Background: an optimization exercise with open tools, aiming at small area, a short achievable clock period and few clock cycles. Do not read the settings as production practice. Function was checked by simulation only, so behaviour that the tests miss may differ from the original. Power and IR drop assume default switching activity.

// dcache
module dcache (
    input  logic               CLK,
    input  logic               n_rst,
    input  logic               halt,
    input  logic               dmemREN,
    input  logic               dmemWEN,
    input  dcache_pkg::word_t  dmemaddr,
    input  dcache_pkg::word_t  dmemstore,
    input  logic               dwait,
    input  dcache_pkg::word_t  dload,
    output logic               dhit,
    output dcache_pkg::word_t  dmemload,
    output logic               flushed,
    output logic               dREN,
    output logic               dWEN,
    output dcache_pkg::word_t  daddr,
    output dcache_pkg::word_t  dstore
);
Size in the first run: roughly 4000 cells after synthesis, roughly 1700 flip-flops, ~200 I/O pins.
clock: 10.0 ns
lec_check: 0
cap_margin: 20
cell_pad_in_sites_detail_placement: 0
cell_pad_in_sites_global_placement: 1
core_margin: 2
core_utilization: 58
place_density: 0.7
slew_margin: 20
tns_end_percent: 0
standard.sh (not shown) runs the stock make flow with config.mk's settings and CLKGATE_MAP_FILE= SYNTH_SCRIPT=/design/flow/synth_recipe.tcl, a recipe that flattens the netlist after the stock synthesis.
==> flow/flow/run.sh <==
#!/bin/bash
# The standard layout (standard.sh: the standard flow's own ORFS run, synthesis included,
# unchanged), with extra ORFS variables, one per line, from flow/make_args.txt:
# a setup slack margin that makes timing repair aim below the design's
# period, sizing free of cell footprints, the port buffer cell, and clock
# tree options. The make output goes to standard_flow.log; ORFS keeps each
# step's own log under orfs/logs.
set -euo pipefail
mapfile -t ARGS < <(grep -v '^\s*$' flow/make_args.txt)
bash standard.sh "${ARGS[@]}" finish > standard_flow.log 2>&1
==> flow/flow/make_args.txt <==
SETUP_SLACK_MARGIN=6.6
MATCH_CELL_FOOTPRINT=0
BUFFER_PORTS_ARGS=-buffer_cell sky130_fd_sc_hd__buf_4
CTS_ARGS=-sink_clustering_enable -repair_clock_nets -dont_use_dummy_load -sink_clustering_size 18 -sink_clustering_max_diameter 50 -root_buf sky130_fd_sc_hd__clkbuf_16 -buf_list sky130_fd_sc_hd__clkbuf_8
Testbench counts at the start, summed over its fixed seeds: cycles 16,720.
==> next run, changes <==
- CAP_MARGIN: 20 -> 5
- CORE_UTILIZATION: 58 -> 55
- PLACE_DENSITY: 0.7 -> 0.68
- SLEW_MARGIN: 20 -> 5
The new run ran to the end with no violations.
Total power came out higher by 0.33%.
Utilization came out lower by 2.7 points.
Register-to-register slack improved by 0.10 ns.
Cell count came out higher by 2.4%.
Setup slack improved by 0.045 ns.
Critical path depth came out lower by 1.
Global-route usage came out lower by 1.7 points.
Via count came out lower by 0.46%.

---

Starting RTL as in the previous note.
Settings: LEC_CHECK=0, CAP_MARGIN=20, CELL_PAD_IN_SITES_DETAIL_PLACEMENT=0, CELL_PAD_IN_SITES_GLOBAL_PLACEMENT=1, CORE_MARGIN=2, CORE_UTILIZATION=55, PLACE_DENSITY=0.62, SLEW_MARGIN=20, TNS_END_PERCENT=0; clock period 10.0 ns.
Scripts as last shown in full above: flow/flow/run.sh, flow/flow/make_args.txt
Testbench counts at the start, summed over its fixed seeds: cycles 16,720.
==> next run, changes <==
==> flow/flow/make_args.txt (replaced) <==
SETUP_SLACK_MARGIN=6.6
MATCH_CELL_FOOTPRINT=0
BUFFER_PORTS_ARGS=-buffer_cell sky130_fd_sc_hd__buf_4
CTS_ARGS=-sink_clustering_enable -repair_clock_nets -dont_use_dummy_load -sink_clustering_size 12 -sink_clustering_max_diameter 40 -root_buf sky130_fd_sc_hd__clkbuf_16 -buf_list sky130_fd_sc_hd__clkbuf_8
CELL_PAD_IN_SITES_GLOBAL_PLACEMENT = 0   (was 1)
GPL_ROUTABILITY_DRIVEN = 0   (was unset)
PLACE_DENSITY = 0.68   (was 0.62)
Outcome: Fmax falls by 2.6%; routed wire length fell by 2.6%; cell area hardly moves; power is higher by 4.5%; via count went up by 2.6%; worst setup slack is worse by 0.10 ns; global-route usage decreases by 1.1 points; sequential share of layout area is about the same.
==> next run, changes <==
CELL_PAD_IN_SITES_GLOBAL_PLACEMENT = 1   (was 0)
GPL_ROUTABILITY_DRIVEN = unset   (was 0)
What happened: Die area does not change; worst setup slack improved by 0.051 ns; first-iteration DRC count went down by 26%; non-clock buffer count fell by 9; wire length came out higher by 2.5%.
==> next run, changes <==
==> flow/flow/make_args.txt (replaced) <==
SETUP_SLACK_MARGIN=6.6
MATCH_CELL_FOOTPRINT=0
BUFFER_PORTS_ARGS=-buffer_cell sky130_fd_sc_hd__buf_4
CTS_ARGS=-sink_clustering_enable -repair_clock_nets -dont_use_dummy_load -sink_clustering_size 18 -sink_clustering_max_diameter 50 -root_buf sky130_fd_sc_hd__clkbuf_16 -buf_list sky130_fd_sc_hd__clkbuf_8
Effect:
- total power is lower by 5.0%
- routed wire length barely changes
- worst hold slack improved by 0.0055 ns
- count of clock-buffer cells in the layout is lower by 62
- core utilization is lower by 0.37 points
- final area is lower by 0.60%
- worst setup slack improved by 0.050 ns
- global-route usage stays flat
==> next run, changes <==
CELL_PAD_IN_SITES_GLOBAL_PLACEMENT = 2   (was 1)
Power is about the same.
Via count goes up by about 0.6%.
Sequential power barely changes.
Sequential share of layout area hardly moves.
Combinational power went down by about 0.9%.
Hold slack improves by 0.0043 ns.
Fmax drops by about 2.6%.
Register-to-register slack is worse by 0.03 ns.
Wire length climbs by 0.62%.
Clock skew goes down by 0.029 ns.

---

The RTL this note starts from:
==> flow/design.v <==
package dcache_pkg;
    typedef logic [32-1:0] word_t;
    typedef struct packed {
        logic [26-1:0] tag;
        logic [3-1:0] idx;
        logic                     blkoff;
        logic [1:0]               bytoff;
    } dcache_addr_t;
    typedef struct packed {
        logic                               valid;
        logic                               dirty;
        logic [26-1:0]           tag;
        word_t [2-1:0]      data;
    } dcache_frame_t;
    typedef enum logic [4:0] {
        IDLE,
        WB_ONE,
        WB_TWO,
        FILL_ONE,
        FILL_TWO,
        FLUSH_CHECK,
        FLUSH_ONE,
        FLUSH_TWO,
        DONE
    } ctrl_state_t;
endpackage
module dcache (
    input  logic               CLK,
    input  logic               n_rst,
    input  logic               halt,
    input  logic               dmemREN,
    input  logic               dmemWEN,
    input  dcache_pkg::word_t  dmemaddr,
    input  dcache_pkg::word_t  dmemstore,
    input  logic               dwait,
    input  dcache_pkg::word_t  dload,
    output logic               dhit,
    output dcache_pkg::word_t  dmemload,
    output logic               flushed,
    output logic               dREN,
    output logic               dWEN,
    output dcache_pkg::word_t  daddr,
    output dcache_pkg::word_t  dstore
);
    localparam int TW = 26;
    logic [15:0]          valid, dirty;
    logic [15:0][TW-1:0]  tags;
    logic [15:0][31:0]    dw0, dw1;
    logic [7:0]           lru;
    logic p_idle, p_hit, p_retry, p_wait, p_fscan, p_done;
    logic b_wb0, b_wb1, b_f0, b_f1;
    logic                 dren_r, dwen_r;
    logic [31:0]          dmemload_r, dstore_r, wb1_r;
    logic [29:0]          daddr_r;
    logic                 h0_r, h1_r, acc_r;
    logic [2:0]           lk_idx;
    logic                 lk_blk, lk_wr, lk_vic;
    logic                 way_r, upd_r;
    logic [TW-1:0]        pm_tag;
    logic [2:0]           pm_idx;
    logic                 pm_way, pm_blk, pm_wr;
    logic                 pm_flush;
    assign dhit     = p_hit;
    assign dmemload = dmemload_r;
    assign flushed  = p_done;
    assign dREN     = dren_r;
    assign dWEN     = dwen_r;
    assign daddr    = {daddr_r, 2'b00};
    assign dstore   = dstore_r;
    logic [TW-1:0] in_tag;
    logic [2:0]    in_idx;
    logic          in_blk;
    logic          req;
    assign in_tag = dmemaddr[31:6];
    assign in_idx = dmemaddr[5:3];
    assign in_blk = dmemaddr[2];
    assign req    = dmemREN | dmemWEN;
    logic busy;
    assign busy = dren_r | dwen_r;
    logic [15:0] vd, f_vd;
    logic        f_any_c, f_go;
    logic [3:0]  f_blk_c;
    logic        f_any, busy_d;
    logic [3:0]  f_blk;
    assign vd   = valid & dirty;
    assign f_go = (!busy && !busy_d) || (pm_flush && b_wb1 && !dwait);
    always_comb begin
        f_vd = vd;
        if (busy && pm_flush) f_vd[{pm_idx, pm_way}] = 1'b0;
        f_any_c = |f_vd;
        f_blk_c = '0;
        for (int k = 15; k >= 0; k--)
            if (f_vd[k]) f_blk_c = 4'(k);
    end
    always_ff @(posedge CLK) begin
        f_any <= f_any_c;
        f_blk <= f_blk_c;
    end
    logic [2:0]    rd_idx;
    logic [TW-1:0] rtag0, rtag1;
    logic [31:0]   r00, r01, r10, r11;    
    assign rd_idx = p_fscan ? f_blk[3:1] : in_idx;
    assign rtag0  = tags[{rd_idx, 1'b0}];
    assign rtag1  = tags[{rd_idx, 1'b1}];
    assign r00    = dw0[{rd_idx, 1'b0}];
    assign r01    = dw1[{rd_idx, 1'b0}];
    assign r10    = dw0[{rd_idx, 1'b1}];
    assign r11    = dw1[{rd_idx, 1'b1}];
    logic [15:0] match;
    always_comb
        for (int k = 0; k < 16; k++)
            match[k] = valid[k] && (tags[k] == in_tag);
    logic h0, h1;
    assign h0 = match[{in_idx, 1'b0}];
    assign h1 = match[{in_idx, 1'b1}];
    logic [7:0] vic_vd;
    always_comb
        for (int i = 0; i < 8; i++)
            vic_vd[i] = lru[i] ? vd[2*i+1] : vd[2*i];
    logic [15:0] lmatch;
    always_comb
        for (int k = 0; k < 16; k++)
            lmatch[k] = valid[k] && (tags[k][3:0] == in_tag[3:0]);
    logic lm0, lm1;
    assign lm0 = lmatch[{in_idx, 1'b0}];
    assign lm1 = lmatch[{in_idx, 1'b1}];
    logic vic, mru, vic_dirty;
    assign vic       = lru[in_idx];
    assign mru       = (lm0 != lm1) ? lm1 : ~vic;
    assign vic_dirty = vic_vd[in_idx];
    logic conflict, bus_free, hit_ok, miss_ok;
    assign conflict = busy && (in_idx == pm_idx);
    assign bus_free = !busy || (b_f1 && !dwait);
    assign hit_ok   = dmemREN || !busy || b_wb0 || (b_wb1 && in_blk) || (b_f1 && !in_blk);
    assign miss_ok  = bus_free && !conflict;
    logic ok0, ok1;
    assign ok0 = !(conflict && !pm_way);
    assign ok1 = !(conflict &&  pm_way);
    logic lookup, a_r0, a_r1, a_w0, a_w1, a_m;
    assign lookup = p_idle && !halt && req;
    assign a_r0   = lookup && ok0 && dmemREN;
    assign a_r1   = lookup && ok1 && dmemREN;
    assign a_w0   = lookup && ok0 && hit_ok && dmemWEN;
    assign a_w1   = lookup && ok1 && hit_ok && dmemWEN;
    assign a_m    = lookup && miss_ok;
    logic go_hit, go_retry, go_miss;
    assign go_hit   = ((a_w0 || (a_r0 && !mru)) && h0) || ((a_w1 || (a_r1 && mru)) && h1);
    assign go_retry = (a_r0 && mru && h0) || (a_r1 && !mru && h1);
    assign go_miss  = a_m && !h0 && !h1;
    logic word_in;    
    assign word_in = p_wait && !dwait && ((b_f0 && !pm_blk) || (b_f1 && pm_blk));
    logic fill0_en, fill1_en, hitw_en;
    assign fill0_en = b_f0 && !(pm_wr && !pm_blk);
    assign fill1_en = b_f1 && !(pm_wr &&  pm_blk);
    assign hitw_en  = p_hit && lk_wr;
    logic [31:0] wval0, wval1;
    assign wval0 = (hitw_en && !lk_blk) ? dmemstore : dload;
    assign wval1 = (hitw_en &&  lk_blk) ? dmemstore : dload;
    logic [3:0] fill_blk, hit_blk;
    assign fill_blk = {pm_idx, pm_way};
    assign hit_blk  = {lk_idx, way_r};
    assign way_r = h1_r || (!h0_r && lk_vic);
    assign upd_r = h0_r || h1_r;
    always_ff @(posedge CLK) begin
        for (int k = 0; k < 16; k++) begin
            if ((fill0_en && fill_blk == 4'(k)) || (hitw_en && !lk_blk && hit_blk == 4'(k)))
                dw0[k] <= wval0;
            if ((fill1_en && fill_blk == 4'(k)) || (hitw_en &&  lk_blk && hit_blk == 4'(k)))
                dw1[k] <= wval1;
            if (b_f1 && fill_blk == 4'(k))
                tags[k] <= pm_tag;
        end
    end
    always_ff @(posedge CLK, negedge n_rst) begin
        if (!n_rst) begin
            valid <= '0;
            dirty <= '0;
            lru   <= '0;
        end else begin
            if (b_f1 && !pm_flush) begin
                valid[fill_blk] <= 1'b1;
                dirty[fill_blk] <= pm_wr;
            end
            if (acc_r)
                lru[lk_idx] <= ~way_r;
            if (p_hit && upd_r && lk_wr)
                dirty[hit_blk] <= 1'b1;
            if (pm_flush && b_wb1)
                dirty[fill_blk] <= 1'b0;
        end
    end
    always_ff @(posedge CLK, negedge n_rst) begin
        if (!n_rst) begin
            p_idle   <= 1'b1;
            p_hit    <= 1'b0;
            p_retry  <= 1'b0;
            p_wait   <= 1'b0;
            p_fscan  <= 1'b0;
            p_done   <= 1'b0;
            b_wb0    <= 1'b0;
            b_wb1    <= 1'b0;
            b_f0     <= 1'b0;
            b_f1     <= 1'b0;
            dren_r   <= 1'b0;
            dwen_r   <= 1'b0;
            pm_flush <= 1'b0;
            busy_d   <= 1'b0;
        end else begin
            busy_d  <= busy;
            p_hit   <= go_hit || (go_miss && dmemWEN) || p_retry || word_in;
            p_retry <= go_retry;
            p_wait  <= (go_miss && dmemREN) || (p_wait && !word_in);
            p_idle  <= p_hit || (p_idle && !halt && !go_hit && !go_retry && !go_miss);
            p_fscan <= (p_idle && halt) || (p_fscan && !(f_go && !f_any));
            p_done  <= p_done || (p_fscan && f_go && !f_any);
            b_wb0  <= (go_miss && vic_dirty) || (p_fscan && f_go && f_any) || (b_wb0 && dwait);
            b_wb1  <= (b_wb0 && !dwait) || (b_wb1 && dwait);
            b_f0   <= (go_miss && !vic_dirty) || (b_wb1 && !dwait && !pm_flush) || (b_f0 && dwait);
            b_f1   <= (b_f0 && !dwait) || (b_f1 && dwait);
            dwen_r <= (go_miss && vic_dirty) || (p_fscan && f_go && f_any) || b_wb0 ||
                      (b_wb1 && dwait);
            dren_r <= (go_miss && !vic_dirty) || (b_wb1 && !dwait && !pm_flush) || b_f0 ||
                      (b_f1 && dwait);
            if (p_fscan && f_go) pm_flush <= 1'b1;
        end
    end
    always_ff @(posedge CLK) begin
        acc_r <= go_hit || go_retry || go_miss;
        if (p_wait)
            dmemload_r <= dload;
        else if ((p_retry ? way_r : mru))
            dmemload_r <= in_blk ? r11 : r10;
        else
            dmemload_r <= in_blk ? r01 : r00;
        if (p_idle) begin
            h0_r       <= h0;
            h1_r       <= h1;
            lk_idx     <= in_idx;
            lk_blk     <= in_blk;
            lk_wr      <= dmemWEN;
            lk_vic     <= vic;
        end
        if ((p_idle && bus_free) || (p_fscan && f_go)) begin
            dstore_r <= (p_fscan ? f_blk[0] : vic) ? r10 : r00;
            wb1_r    <= (p_fscan ? f_blk[0] : vic) ? r11 : r01;
        end
        if (p_idle && bus_free) begin
            daddr_r <= {(vic_dirty ? (vic ? rtag1 : rtag0) : in_tag), in_idx, 1'b0};
            pm_tag  <= in_tag;
            pm_idx  <= in_idx;
            pm_way  <= vic;
            pm_blk  <= in_blk;
            pm_wr   <= dmemWEN;
        end
        if (p_fscan && f_go) begin
            daddr_r <= {(f_blk[0] ? rtag1 : rtag0), f_blk[3:1], 1'b0};
            pm_idx  <= f_blk[3:1];
            pm_way  <= f_blk[0];
        end
        if (b_wb0 && !dwait) begin
            daddr_r[0] <= 1'b1;
            dstore_r   <= wb1_r;
        end
        if (b_wb1 && !dwait && !pm_flush) daddr_r <= {pm_tag, pm_idx, 1'b0};
        if (b_f0 && !dwait) daddr_r[0] <= 1'b1;
    end
endmodule
clock: 10.0 ns
lec_check: 0
cap_margin: 20
cell_pad_in_sites_detail_placement: 0
cell_pad_in_sites_global_placement: 1
core_margin: 2
core_utilization: 50
place_density: 0.64
slew_margin: 20
tns_end_percent: 0
==> flow/flow/make_args.txt <==
SETUP_SLACK_MARGIN=6.6
MATCH_CELL_FOOTPRINT=0
BUFFER_PORTS_ARGS=-buffer_cell sky130_fd_sc_hd__buf_4
CTS_ARGS=-sink_clustering_enable -repair_clock_nets -dont_use_dummy_load -sink_clustering_size 25 -sink_clustering_max_diameter 60
Scripts as last shown in full above: flow/flow/run.sh
The baseline ran to the end with no violations.
Testbench counts at the start, summed over its fixed seeds: cycles 16,860.
Then changed:
CORE_UTILIZATION = 55   (was 50)
PLACE_DENSITY = 0.68   (was 0.64)
After rerunning: First-iteration DRC count goes up by a few percent. Sequential share of layout area increases by 0.83 points. Setup slack gets worse by 0.0033 ns. Worst hold slack loses 0.0093 ns.
Then changed:
--- a/flow/flow/make_args.txt
+++ b/flow/flow/make_args.txt
@@ -1,2 +1,2 @@
-SETUP_SLACK_MARGIN=6.6
+SETUP_SLACK_MARGIN=7.2
 MATCH_CELL_FOOTPRINT=0
Effect:
- fmax stays the same
- synthesized area stays the same
- worst setup slack is unchanged
- clock power barely changes
- sequential share of layout area is unchanged
- first-iteration DRC count is unchanged
- power does not change
- cell area stays the same
- register-to-register slack hardly moves
- critical path depth does not change
- cell count is unchanged

## separate check: timing with driven ports
The results above use ideal ports. As a check the final layouts listed here were re-extracted and re-timed, cells and wires unchanged.
Step 1: set_driving_cell puts a clkbuf_16 on CLK and a buf_2 on each other input, an assumption about the parent block.
Step 2 moves the port delays by t, midway between the first and last clock arrival at a register: inputs arrive t later, outputs are due t later. That takes back most of the time a late clock gives input paths.
Slacks: no drivers / after step 1 / after step 2; pairs: no drivers / after step 1.
run	t (ns)	setup WS [ns]	hold slack, ns	pins driven straight from the clock port
the first run of note 1	0.814	6.126 / 6.005 / 5.191	0.474 / 0.474 / 0.474	1
the second run of note 1	0.799	6.171 / 6.038 / 5.239	0.464 / 0.464 / 0.464	1
the first run of note 2	0.801	6.193 / 6.076 / 5.275	0.462 / 0.462 / 0.462	1
the second run of note 2	0.841	6.091 / 6.003 / 5.162	0.461 / 0.461 / 0.461	1
the third run of note 2	0.844	6.143 / 6.046 / 5.202	0.456 / 0.456 / 0.456	1
the fourth run of note 2	0.801	6.193 / 6.076 / 5.275	0.462 / 0.462 / 0.462	1
the fifth run of note 2	0.819	6.091 / 5.991 / 5.172	0.466 / 0.466 / 0.466	1
the first run of note 3	0.845	6.151 / 6.093 / 5.248	0.470 / 0.470 / 0.470	1
the second run of note 3	0.830	6.148 / 6.024 / 5.194	0.460 / 0.460 / 0.460	1
the third run of note 3	0.830	6.148 / 6.024 / 5.194	0.460 / 0.460 / 0.460	1
After both steps every run listed still meets setup and hold.
